What follows belongs to an exercise in optimizing a design on an open flow for small area and a short achievable clock period; a production flow would make more cautious choices. The RTL was checked by simulation tests, not by an equivalence proof against the original design. Power figures rest on the tool's default switching activity, not on a simulated workload.

== lane 1 ==
Design exec_top, start of the top module:
module exec_top (
    input  logic                clk,
    input  logic                reset,
    input  logic                psel,
    input  logic                penable,
    input  logic                pwrite,
    input  exec_pkg::apb_addr_t paddr,
    input  exec_pkg::word_t     pwdata,
    output exec_pkg::word_t     prdata,
    output logic                pready,
    output logic                pslverr
);
For scale: ~490 flip-flops, ~79 I/O pins, ~45,000 um^2 of cells after synthesis.
clock: 10.0 ns
lec_check: 0
abc_area: 1
cap_margin: 20
core_margin: 2
core_utilization: 30
place_density: 0.5
slew_margin: 20
tns_end_percent: 5
standard.sh (not shown) runs the stock make flow with config.mk's settings and CLKGATE_MAP_FILE= SYNTH_SCRIPT=/design/flow/synth_recipe.tcl, a recipe that flattens the netlist after the stock synthesis.
==> flow/flow/run.sh <==
#!/bin/bash
set -o pipefail
export SETUP_SLACK_MARGIN=6.5
export BUFFER_PORTS_ARGS="-buffer_cell sky130_fd_sc_hd__buf_4"
bash standard.sh > standard.log 2>&1
Lane 1 finished all stages; the layout is clean.
Here is what was changed in the inputs of lane 2 compared with lane 1.
- CORE_UTILIZATION now 40, was 30
- PLACE_DENSITY now 0.6, was 0.5
==> flow/flow/run.sh <==
#!/bin/bash
set -o pipefail
export SETUP_SLACK_MARGIN=6.3
export BUFFER_PORTS_ARGS="-buffer_cell sky130_fd_sc_hd__buf_4"
bash standard.sh > standard.log 2>&1
==> comparison <==
Total power per unit cell area: lane 2 vs lane 1 up 3.8%. Lane 2 ends up with a switching portion of total power that is 1.1 points lower than in lane 1. Cmp lane 2 vs lane 1: final clock period utilization by the worst path higher in lane 2. Between lane 2 and lane 1, it is lane 2 whose routed wire length per instance is lower, by 0.65 um. Comparing lane 2 and lane 1, the higher endpoint required time on the critical path was measured on lane 1. Lane 1 → lane 2: effective utilization at floorplan saw an increase, floorplan die height down about 13%, fraction of area in clock buffers and inverters essentially unchanged.
Input changes introduced in lane 3 (baseline for comparison: lane 2):
==> flow/flow/run.sh <==
#!/bin/bash
set -o pipefail
export SETUP_SLACK_MARGIN=6.5
export BUFFER_PORTS_ARGS="-buffer_cell sky130_fd_sc_hd__buf_4"
bash standard.sh > standard.log 2>&1
Results
- On global-route wire length before repair, the lower figure sits with lane 2, not lane 3.
- Diff lane 2..lane 3 | net switching power | negligible
- In terms of combinational fraction of design power, lane 2 and lane 3 differ only marginally.
- [lane 3] final core utilization rose 0.83 points relative to lane 2
- Re final cell count: lane 2 and lane 3 aren't equal, and the lower value belongs to lane 2.
- The power of lane 3 was inferior to that of lane 2.
[inputs] lane 4 vs lane 3
- PLACE_DENSITY changed from 0.6 to 0.5
- CORE_UTILIZATION changed from 40 to 30
==> flow/flow/run.sh <==
#!/bin/bash
set -o pipefail
export SETUP_SLACK_MARGIN=6.8
export BUFFER_PORTS_ARGS="-buffer_cell sky130_fd_sc_hd__buf_4"
bash standard.sh > standard.log 2>&1
Findings:
Number of setup buffers added after CTS: lane 3 and lane 4 compared, higher one is lane 4. Changes observed in lane 4 relative to lane 3: clock skew decreased 0.0040 ns, area growth from synthesis to final layout moved up, initial standard-cell utilization of the core shrank by 10 points. Between lane 3 and lane 4, maximum number of pins on one net before global-route repair is lower for lane 3, lane 4 comes in above that. Lane 4 vs lane 3, library cell contributing the largest single delay on the critical path: sky130_fd_sc_hd__a221oi_2 vs sky130_fd_sc_hd__o21ai_0. Lane 4 against lane 3: share of the synthesized area in compound gates (AO/OA/AOI/OAI) level, post-synthesis sequential element count level, setup slack moved up. Looking at global routing usage on met1, lane 4 sits 9.6 points below lane 3. Comparing final worst-path cycle share for lane 3 and lane 4, the smaller number came from lane 4.


Starting RTL as in the previous note.
Settings: LEC_CHECK=0, CAP_MARGIN=20, CORE_MARGIN=2, CORE_UTILIZATION=30, PLACE_DENSITY=0.5, SLEW_MARGIN=20; clock period 10.0 ns.
==> flow/flow/run.sh <==
#!/bin/bash
set -o pipefail
export SETUP_SLACK_MARGIN=6.5
export BUFFER_PORTS_ARGS="-buffer_cell sky130_fd_sc_hd__buf_4"
bash standard.sh > standard.log 2>&1
Change:
Settings changed: TNS_END_PERCENT from default to 5.
=> Routed wire length falls by about 2.3%; fmax rises by about 1.1%; final area falls by about 5%; worst setup slack is better by 0.044 ns; worst hold slack is better by 0.0078 ns; cell count falls by about 1.5%; total power is about the same; area after synthesis stays the same; combinational power falls by about 3%.

separate check: timing with driven ports:
How much do the figures lean on ideal ports? The routed layouts below were timed once more, with nothing changed but the port constraints.
Step 1 (the two cells are an assumption about what drives the block):
set clk [get_ports {clk}]
set_driving_cell -lib_cell sky130_fd_sc_hd__clkbuf_16 $clk
set_driving_cell -lib_cell sky130_fd_sc_hd__buf_2 [delete_from_list [all_inputs] $clk]
Step 2 also shifts input and output timing later by t, the mid clock arrival at the registers, as if the neighbouring blocks saw the same clock.
a / b / c = ideal / step 1 / step 2; a / b = the first two.
run	t, ns	setup WS [ns]	worst hold slack (ns)	worst data-port slew with drivers (ns)
lane 1	0.775	6.299 / 6.299 / 5.624	0.516 / 0.516 / 0.516	0.05
lane 2	0.779	6.075 / 6.129 / 5.349	0.481 / 0.481 / 0.481	0.06
lane 3	0.766	6.259 / 6.305 / 5.539	0.497 / 0.497 / 0.497	0.07
lane 4	0.740	6.393 / 6.412 / 5.691	0.513 / 0.513 / 0.513	0.07
the first run of note 2	0.761	6.105 / 6.105 / 5.756	0.464 / 0.464 / 0.464	0.05
the second run of note 2	0.726	6.149 / 6.149 / 5.511	0.472 / 0.472 / 0.472	0.05
After both steps every run listed still meets setup and hold. The setup slack of lane 2, which loses most, moves by +0.054 ns with the drivers and by -0.726 ns with both steps.
